What follows belongs to an exercise in optimizing a design on an open flow for small area and a short achievable clock period; a production flow would make more cautious choices. In this exercise RTL edits were held to simulation tests only and were not proved equivalent to the original.

==> inputs of exp/maple <==
==> flow/design.v <==
package memPkg;
  localparam int DATA_W = 32;
  localparam int BYTES_PER_WORD = 4;
  localparam int DEFAULT_DEPTH = 128;
  typedef logic [DATA_W-1:0] dataT;
  typedef logic [BYTES_PER_WORD-1:0] byteEnT;
  typedef logic [4:0] regIdxT;
  typedef enum logic [3:0] {
    MEM_NONE,
    MEM_LW,
    MEM_LH,
    MEM_LHU,
    MEM_LB,
    MEM_LBU,
    MEM_SW,
    MEM_SH,
    MEM_SB
  } memOpT;
  typedef struct packed {
    logic [3:0] lane0;   
    logic       b1Lane1;  
    logic       b1Lane3;  
    logic       b1Sign;   
    logic       hiWord;   
    logic       hiSign;   
    logic [3:0] signLane;  
  } extCtlT;
endpackage
`timescale 1ns/1ps
module memRequestStage #(
  parameter int depth = memPkg::DEFAULT_DEPTH
) (
  input  logic                clk,
  input  logic                rstN,
  input  memPkg::memOpT       op,
  input  memPkg::dataT        addr,
  input  memPkg::dataT        storeData,
  input  memPkg::regIdxT      regIdx,
  output logic                reqMemRead,
  output logic [depth-1:0]    reqWordSel,
  output memPkg::byteEnT      reqByteWr,
  output memPkg::dataT        reqWrData,
  output memPkg::extCtlT      reqExt,
  output memPkg::regIdxT      reqRegIdx
);
  localparam int idxW = (depth > 1) ? $clog2(depth) : 1;
  logic           isRead;
  logic           isWrite;
  logic           isUnsigned;
  logic           isHalf;
  logic           isByte;
  logic [1:0]     lane;
  logic [idxW-1:0] wordIdx;
  logic [depth-1:0] wordSel;
  memPkg::byteEnT laneEn;
  memPkg::dataT   laneData;
  memPkg::extCtlT ext;
  assign lane    = addr[1:0];
  assign wordIdx = idxW'(addr[memPkg::DATA_W-1:2] % depth);
  always_comb begin
    isRead     = 1'b0;
    isWrite    = 1'b0;
    isUnsigned = 1'b0;
    isHalf     = 1'b0;
    isByte     = 1'b0;
    case (op)
      memPkg::MEM_LW: isRead = 1'b1;
      memPkg::MEM_LH: begin
        isRead = 1'b1;
        isHalf = 1'b1;
      end
      memPkg::MEM_LHU: begin
        isRead     = 1'b1;
        isUnsigned = 1'b1;
        isHalf     = 1'b1;
      end
      memPkg::MEM_LB: begin
        isRead = 1'b1;
        isByte = 1'b1;
      end
      memPkg::MEM_LBU: begin
        isRead     = 1'b1;
        isUnsigned = 1'b1;
        isByte     = 1'b1;
      end
      memPkg::MEM_SW: isWrite = 1'b1;
      memPkg::MEM_SH: begin
        isWrite = 1'b1;
        isHalf  = 1'b1;
      end
      memPkg::MEM_SB: begin
        isWrite = 1'b1;
        isByte  = 1'b1;
      end
      default: ;
    endcase
  end
  always_comb begin
    for (int w = 0; w < depth; w++) begin
      wordSel[w] = (wordIdx == idxW'(w));
    end
  end
  storeAlign storeLanes (
    .isHalf    (isHalf),
    .isByte    (isByte),
    .lane      (lane),
    .storeData (storeData),
    .byteEn    (laneEn),
    .wrData    (laneData)
  );
  always_comb begin
    ext = '0;
    if (isByte) begin
      ext.lane0    = memPkg::byteEnT'(4'b0001 << lane);
      ext.b1Sign   = 1'b1;
      ext.hiSign   = 1'b1;
      ext.signLane = isUnsigned ? 4'b0000 : memPkg::byteEnT'(4'b0001 << lane);
    end else if (isHalf) begin
      ext.lane0    = lane[1] ? 4'b0100 : 4'b0001;
      ext.b1Lane1  = !lane[1];
      ext.b1Lane3  = lane[1];
      ext.hiSign   = 1'b1;
      ext.signLane = isUnsigned ? 4'b0000 : (lane[1] ? 4'b1000 : 4'b0010);
    end else begin
      ext.lane0    = 4'b0001;
      ext.b1Lane1  = 1'b1;
      ext.hiWord   = 1'b1;
    end
  end
  always_ff @(posedge clk) begin
    if (!rstN) begin
      reqMemRead <= 1'b0;
      reqByteWr  <= '0;
    end else begin
      reqMemRead <= isRead;
      reqByteWr  <= isWrite ? laneEn : '0;
    end
  end
  always_ff @(posedge clk) begin
    reqWordSel <= wordSel;
    reqWrData  <= laneData;
    reqExt     <= ext;
    reqRegIdx  <= regIdx;
  end
endmodule
`timescale 1ns/1ps
module storeAlign (
  input  logic           isHalf,
  input  logic           isByte,
  input  logic [1:0]     lane,
  input  memPkg::dataT   storeData,
  output memPkg::byteEnT byteEn,
  output memPkg::dataT   wrData
);
  always_comb begin
    if (isByte) begin
      byteEn = memPkg::byteEnT'(4'b0001 << lane);
    end else if (isHalf) begin
      byteEn = lane[1] ? 4'b1100 : 4'b0011;
    end else begin
      byteEn = 4'b1111;
    end
    wrData[7:0]   = storeData[7:0];
    wrData[15:8]  = isByte ? storeData[7:0] : storeData[15:8];
    wrData[23:16] = (isByte || isHalf) ? storeData[7:0] : storeData[23:16];
    wrData[31:24] = isByte ? storeData[7:0] :
                    isHalf ? storeData[15:8] : storeData[31:24];
  end
endmodule
`timescale 1ns/1ps
module dataMemory #(
  parameter int depth = memPkg::DEFAULT_DEPTH
) (
  input  logic             clk,
  input  logic [depth-1:0] wordSel,
  input  memPkg::byteEnT   byteWr,
  input  memPkg::dataT     wrData,
  output memPkg::dataT     rdData
);
  memPkg::dataT mem [depth];
  always_ff @(posedge clk) begin
    for (int w = 0; w < depth; w++) begin
      for (int b = 0; b < memPkg::BYTES_PER_WORD; b++) begin
        if (wordSel[w] && byteWr[b]) begin
          mem[w][b*8 +: 8] <= wrData[b*8 +: 8];
        end
      end
    end
  end
  always_comb begin
    rdData = '0;
    for (int w = 0; w < depth; w++) begin
      rdData = rdData | (mem[w] & {memPkg::DATA_W{wordSel[w]}});
    end
  end
endmodule
`timescale 1ns/1ps
module loadUnit (
  input  logic           clk,
  input  logic           rstN,
  input  logic           memRead,
  input  memPkg::extCtlT ext,
  input  memPkg::regIdxT regIdx,
  input  memPkg::dataT   rdData,
  output logic           loadValid,
  output memPkg::dataT   loadData,
  output memPkg::regIdxT loadReg
);
  logic [7:0]   rdByte [4];
  logic         sign;
  memPkg::dataT extData;
  always_comb begin
    for (int b = 0; b < 4; b++) begin
      rdByte[b] = rdData[b*8 +: 8];
    end
    sign = 1'b0;
    for (int b = 0; b < 4; b++) begin
      sign = sign | (ext.signLane[b] & rdByte[b][7]);
    end
    extData[7:0] = '0;
    for (int b = 0; b < 4; b++) begin
      extData[7:0] = extData[7:0] | (rdByte[b] & {8{ext.lane0[b]}});
    end
    extData[15:8]  = (rdByte[1] & {8{ext.b1Lane1}}) |
                     (rdByte[3] & {8{ext.b1Lane3}}) |
                     {8{ext.b1Sign & sign}};
    extData[31:16] = (rdData[31:16] & {16{ext.hiWord}}) |
                     {16{ext.hiSign & sign}};
  end
  always_ff @(posedge clk) begin
    if (!rstN) begin
      loadValid <= 1'b0;
    end else begin
      loadValid <= memRead;
    end
  end
  always_ff @(posedge clk) begin
    loadData <= extData;
    loadReg  <= regIdx;
  end
endmodule
`timescale 1ns/1ps
module memAccessTop #(
  parameter int memDepth = memPkg::DEFAULT_DEPTH
) (
  input  logic           clk,
  input  logic           rstN,
  input  memPkg::memOpT  op,
  input  memPkg::dataT   addr,
  input  memPkg::dataT   storeData,
  input  memPkg::regIdxT regIdx,
  output logic           loadValid,
  output memPkg::dataT   loadData,
  output memPkg::regIdxT loadReg
);
  logic                reqMemRead;
  logic [memDepth-1:0] reqWordSel;
  memPkg::byteEnT      reqByteWr;
  memPkg::dataT        reqWrData;
  memPkg::extCtlT      reqExt;
  memPkg::regIdxT      reqRegIdx;
  memPkg::dataT        memRdData;
  memRequestStage #(
    .depth (memDepth)
  ) reqStage (
    .clk        (clk),
    .rstN       (rstN),
    .op         (op),
    .addr       (addr),
    .storeData  (storeData),
    .regIdx     (regIdx),
    .reqMemRead (reqMemRead),
    .reqWordSel (reqWordSel),
    .reqByteWr  (reqByteWr),
    .reqWrData  (reqWrData),
    .reqExt     (reqExt),
    .reqRegIdx  (reqRegIdx)
  );
  dataMemory #(
    .depth (memDepth)
  ) dataMem (
    .clk     (clk),
    .wordSel (reqWordSel),
    .byteWr  (reqByteWr),
    .wrData  (reqWrData),
    .rdData  (memRdData)
  );
  loadUnit loadPath (
    .clk       (clk),
    .rstN      (rstN),
    .memRead   (reqMemRead),
    .ext       (reqExt),
    .regIdx    (reqRegIdx),
    .rdData    (memRdData),
    .loadValid (loadValid),
    .loadData  (loadData),
    .loadReg   (loadReg)
  );
endmodule
==> flow/run.sh <==
#!/bin/bash
# synth_recipe.tcl (not shown) runs the flow's synth.tcl, then flattens the netlist and writes it again
# the make line also repeats each setting of config.mk as NAME=value (left out here)
make -C /OpenROAD-flow-scripts/flow DESIGN_CONFIG=/design/flow/config.mk WORK_HOME=/design/flow/orfs CLKGATE_MAP_FILE= SYNTH_SCRIPT=/design/flow/synth_recipe.tcl finish
==> flow/config.mk <==
export PLATFORM = sky130hd
export DESIGN_NAME = memAccessTop
export DESIGN_NICKNAME = memAccessTop
export VERILOG_FILES = /design/flow/design.v
export SDC_FILE = /design/flow/constraint.sdc
export NUM_CORES = 8
export LEC_CHECK = 0
export CAP_MARGIN = 20
export CORE_MARGIN = 2
export CORE_UTILIZATION = 40
export SLEW_MARGIN = 20
export SYNTH_MEMORY_MAX_BITS = 16384
==> flow/constraint.sdc <==
create_clock -name core_clock -period 5.5 [get_ports {clk}]
set_input_delay 1.1000 -clock core_clock [delete_from_list [all_inputs] [get_ports {clk}]]
set_output_delay 1.1000 -clock core_clock [all_outputs]
set_load 0.01 [all_outputs]
==> inputs of exp/amber, as changes to exp/maple <==
==> flow/design.v, changed modules only <==
module memRequestStage #(
  parameter int depth = memPkg::DEFAULT_DEPTH,
  localparam int idxW = (depth > 1) ? $clog2(depth) : 1,
  localparam int loW  = (idxW + 1) / 2,
  localparam int hiW  = (idxW > loW) ? idxW - loW : 1
) (
  input  logic                clk,
  input  logic                rstN,
  input  memPkg::memOpT       op,
  input  memPkg::dataT        addr,
  input  memPkg::dataT        storeData,
  input  memPkg::regIdxT      regIdx,
  output logic [idxW-1:0]     wordIdx,
  output logic                reqMemRead,
  output logic [2**hiW-1:0]  reqWordHi,
  output logic [2**loW-1:0]  reqWordLo,
  output memPkg::byteEnT      reqByteWr,
  output memPkg::dataT        reqWrData,
  output memPkg::extCtlT      reqExt,
  output memPkg::regIdxT      reqRegIdx
);
  logic           isRead;
  logic           isWrite;
  logic           isUnsigned;
  logic           isHalf;
  logic           isByte;
  logic [1:0]     lane;
  memPkg::byteEnT laneEn;
  memPkg::dataT   laneData;
  memPkg::extCtlT ext;
  assign lane    = addr[1:0];
  assign wordIdx = idxW'(addr[memPkg::DATA_W-1:2] % depth);
  always_comb begin
    isRead     = 1'b0;
    isWrite    = 1'b0;
    isUnsigned = 1'b0;
    isHalf     = 1'b0;
    isByte     = 1'b0;
    case (op)
      memPkg::MEM_LW: isRead = 1'b1;
      memPkg::MEM_LH: begin
        isRead = 1'b1;
        isHalf = 1'b1;
      end
      memPkg::MEM_LHU: begin
        isRead     = 1'b1;
        isUnsigned = 1'b1;
        isHalf     = 1'b1;
      end
      memPkg::MEM_LB: begin
        isRead = 1'b1;
        isByte = 1'b1;
      end
      memPkg::MEM_LBU: begin
        isRead     = 1'b1;
        isUnsigned = 1'b1;
        isByte     = 1'b1;
      end
      memPkg::MEM_SW: isWrite = 1'b1;
      memPkg::MEM_SH: begin
        isWrite = 1'b1;
        isHalf  = 1'b1;
      end
      memPkg::MEM_SB: begin
        isWrite = 1'b1;
        isByte  = 1'b1;
      end
      default: ;
    endcase
  end
  storeAlign storeLanes (
    .isHalf    (isHalf),
    .isByte    (isByte),
    .lane      (lane),
    .storeData (storeData),
    .byteEn    (laneEn),
    .wrData    (laneData)
  );
  always_comb begin
    ext = '0;
    if (isByte) begin
      ext.lane0    = memPkg::byteEnT'(4'b0001 << lane);
      ext.b1Sign   = 1'b1;
      ext.hiSign   = 1'b1;
      ext.signLane = isUnsigned ? 4'b0000 : memPkg::byteEnT'(4'b0001 << lane);
    end else if (isHalf) begin
      ext.lane0    = lane[1] ? 4'b0100 : 4'b0001;
      ext.b1Lane1  = !lane[1];
      ext.b1Lane3  = lane[1];
      ext.hiSign   = 1'b1;
      ext.signLane = isUnsigned ? 4'b0000 : (lane[1] ? 4'b1000 : 4'b0010);
    end else begin
      ext.lane0    = 4'b0001;
      ext.b1Lane1  = 1'b1;
      ext.hiWord   = 1'b1;
    end
  end
  always_ff @(posedge clk) begin
    if (!rstN) begin
      reqMemRead <= 1'b0;
      reqByteWr  <= '0;
    end else begin
      reqMemRead <= isRead;
      reqByteWr  <= isWrite ? laneEn : '0;
    end
  end
  always_ff @(posedge clk) begin
    reqWordHi  <= (2**hiW)'(1) << ((idxW > loW) ? (wordIdx >> loW) : 0);
    reqWordLo  <= (2**loW)'(1) << wordIdx[loW-1:0];
    reqWrData  <= laneData;
    reqExt     <= ext;
    reqRegIdx  <= regIdx;
  end
endmodule
module rdGroup #(
  parameter int n = 32
) (
  input  logic [n-1:0] sel,
  input  logic [n-1:0] bits,
  output logic         yN
);
  assign yN = !(|(sel & bits));
endmodule
module rdDecode #(
  parameter int depth = memPkg::DEFAULT_DEPTH,
  localparam int idxW = (depth > 1) ? $clog2(depth) : 1
) (
  input  logic [idxW-1:0]  idx,
  output logic [depth-1:0] sel
);
  always_comb begin
    for (int w = 0; w < depth; w++) begin
      sel[w] = (idx == idxW'(w));
    end
  end
endmodule
module dataMemory #(
  parameter int depth = memPkg::DEFAULT_DEPTH,
  localparam int idxW = (depth > 1) ? $clog2(depth) : 1,
  localparam int loW  = (idxW + 1) / 2,
  localparam int hiW  = (idxW > loW) ? idxW - loW : 1
) (
  input  logic              clk,
  input  logic [2**hiW-1:0] wrHi,
  input  logic [2**loW-1:0] wrLo,
  input  memPkg::byteEnT    byteWr,
  input  memPkg::dataT      wrData,
  input  logic [idxW-1:0]   rdIdx,
  output memPkg::dataT      rdData
);
  localparam int dataW = memPkg::DATA_W;
  localparam int groupW = 32;
  localparam int parts  = (depth + groupW - 1) / groupW;
  memPkg::dataT   mem [depth];
  logic [2**hiW-1:0]        rdHi;
  logic [2**loW-1:0]        rdLo;
  logic [parts*groupW-1:0]  rdSel;
  logic                     sameWord;
  logic [parts-1:0][dataW-1:0] partN;
  logic [parts-1:0][dataW-1:0] partNQ;
  memPkg::byteEnT           hitQ;
  memPkg::dataT             bypassQ;
  memPkg::dataT             memWord;
  always_ff @(posedge clk) begin
    for (int w = 0; w < depth; w++) begin
      for (int b = 0; b < memPkg::BYTES_PER_WORD; b++) begin
        if (wrHi[w >> loW] && wrLo[w % (2**loW)] && byteWr[b]) begin
          mem[w][b*8 +: 8] <= wrData[b*8 +: 8];
        end
      end
    end
  end
  rdDecode #(
    .depth (depth)
  ) uRdDecode (
    .idx (rdIdx),
    .sel (rdSel[depth-1:0])
  );
  if (parts * groupW > depth) begin : gSelPad
    assign rdSel[parts*groupW-1:depth] = '0;
  end
  always_comb begin
    rdHi = '0;
    rdLo = '0;
    rdHi[(idxW > loW) ? (rdIdx >> loW) : 0] = 1'b1;
    rdLo[rdIdx[loW-1:0]] = 1'b1;
    sameWord = |(rdHi & wrHi) && |(rdLo & wrLo);
  end
  for (genvar j = 0; j < dataW; j++) begin : gBit
    for (genvar p = 0; p < parts; p++) begin : gPart
      logic [groupW-1:0] bits;
      for (genvar w = 0; w < groupW; w++) begin : gWord
        assign bits[w] = (p*groupW+w < depth) ? mem[p*groupW+w][j] : 1'b0;
      end
      rdGroup #(
        .n (groupW)
      ) uGroup (
        .sel  (rdSel[p*groupW +: groupW]),
        .bits (bits),
        .yN   (partN[p][j])
      );
    end
  end
  always_ff @(posedge clk) begin
    partNQ  <= partN;
    hitQ    <= byteWr & {memPkg::BYTES_PER_WORD{sameWord}};
    bypassQ <= wrData;
  end
  always_comb begin
    memWord = '0;
    for (int p = 0; p < parts; p++) begin
      memWord = memWord | ~partNQ[p];
    end
    for (int b = 0; b < memPkg::BYTES_PER_WORD; b++) begin
      rdData[b*8 +: 8] = hitQ[b] ? bypassQ[b*8 +: 8] : memWord[b*8 +: 8];
    end
  end
endmodule
module memAccessTop #(
  parameter int memDepth = memPkg::DEFAULT_DEPTH
) (
  input  logic           clk,
  input  logic           rstN,
  input  memPkg::memOpT  op,
  input  memPkg::dataT   addr,
  input  memPkg::dataT   storeData,
  input  memPkg::regIdxT regIdx,
  output logic           loadValid,
  output memPkg::dataT   loadData,
  output memPkg::regIdxT loadReg
);
  localparam int idxW = (memDepth > 1) ? $clog2(memDepth) : 1;
  localparam int loW  = (idxW + 1) / 2;
  localparam int hiW  = (idxW > loW) ? idxW - loW : 1;
  logic [idxW-1:0]     exWordIdx;
  logic                reqMemRead;
  logic [2**hiW-1:0]   reqWordHi;
  logic [2**loW-1:0]   reqWordLo;
  memPkg::byteEnT      reqByteWr;
  memPkg::dataT        reqWrData;
  memPkg::extCtlT      reqExt;
  memPkg::regIdxT      reqRegIdx;
  memPkg::dataT        memRdData;
  memRequestStage #(
    .depth (memDepth)
  ) reqStage (
    .clk        (clk),
    .rstN       (rstN),
    .op         (op),
    .addr       (addr),
    .storeData  (storeData),
    .regIdx     (regIdx),
    .wordIdx    (exWordIdx),
    .reqMemRead (reqMemRead),
    .reqWordHi  (reqWordHi),
    .reqWordLo  (reqWordLo),
    .reqByteWr  (reqByteWr),
    .reqWrData  (reqWrData),
    .reqExt     (reqExt),
    .reqRegIdx  (reqRegIdx)
  );
  dataMemory #(
    .depth (memDepth)
  ) dataMem (
    .clk    (clk),
    .wrHi   (reqWordHi),
    .wrLo   (reqWordLo),
    .byteWr (reqByteWr),
    .wrData (reqWrData),
    .rdIdx  (exWordIdx),
    .rdData (memRdData)
  );
  loadUnit loadPath (
    .clk       (clk),
    .rstN      (rstN),
    .memRead   (reqMemRead),
    .ext       (reqExt),
    .regIdx    (reqRegIdx),
    .rdData    (memRdData),
    .loadValid (loadValid),
    .loadData  (loadData),
    .loadReg   (loadReg)
  );
endmodule
Settings changed: CORE_UTILIZATION 40 to 70, CTS_CLUSTER_DIAMETER set to 100, CTS_CLUSTER_SIZE set to 30, PLACE_DENSITY set to 0.75, SETUP_SLACK_MARGIN set to 2.9, SYNTH_HIERARCHICAL set to 1, SYNTH_MINIMUM_KEEP_SIZE set to 0.
==> flow_metrics.tcl <==
set metrics [dict create \
    avgSynthCellArea_um2 18.93 \
    critPathCapture "dataMem.mem[39][13]" \
    first_iter_violations 14940 \
    yosys_register_bits 4377 \
    switchingPower_mw 11.35 \
    cts_buffers 163 \
    power_frac_seq 0.690 \
    layout_setup_ws_ps 2821 \
    crit_fanout 26 \
    synth-compound-area-share 0.1061 \
    design.seq.count 4377 \
    status "no timing/DRC/antenna violations" \
    comb-power_mw 1.81 \
]
# the run above: exp/amber

==> flow_metrics.tcl <==
set metrics [dict create \
    synth_top_area_cell "edfxtp_1" \
    crit_fanout 18 \
    place_congestion 1.047 \
    stdcell_count 14270 \
    comb-power_mw 1.79 \
    avgSynthCellArea_um2 18.68 \
    first_iter_violations 25430 \
    reg2reg_setup_slack_ps 800 \
    fmax_ghz 0.2125 \
    cts_buffers 429 \
    layout-drive-gt1-share 0.1365 \
    power_leader "registers" \
    switchingPower_mw 15.30 \
    min_to "loadPath.loadReg[3]" \
    yosys_register_bits 4317 \
    design.seq.count 4317 \
    multi_input_comb_cells 3360 \
    status "no timing/DRC/antenna violations" \
    synth-compound-area-share 0.1138 \
    htree_levels 5 \
    power_frac_seq 0.537 \
]
# the run above: exp/maple

==> port drivers added, routing unchanged <==
How much do the figures lean on ideal ports? The routed layouts below were timed once more, with nothing changed but the port constraints.
Step 1 sets driving cells, clkbuf_16 on the clock port and buf_2 on the other inputs (assumed; they add their load-dependent delay and slew).
Step 2 adds t to the input delays and takes it off the output delays; t is the mean of the earliest and latest rising clock arrival at the registers after step 1. Input paths then give back, and output paths get back, about the clock's delay inside the block.
Three values: ideal, step 1, step 2; two values: the first two.
run | t, ns | setup WS [ns] | hold slack, ns | worst slew at a driven data input, ns
exp/maple | 1.131 | 0.795 / 0.795 / 0.795 | 0.326 / 0.326 / 0.326 | 0.31
exp/amber | 0.983 | 2.821 / 2.821 / 1.840 | 0.338 / 0.338 / 0.338 | 0.25
After both steps every run listed still meets setup and hold. For exp/amber, which loses most, drivers alone change the setup slack by 0.000 ns; drivers and shift together by -0.981 ns.
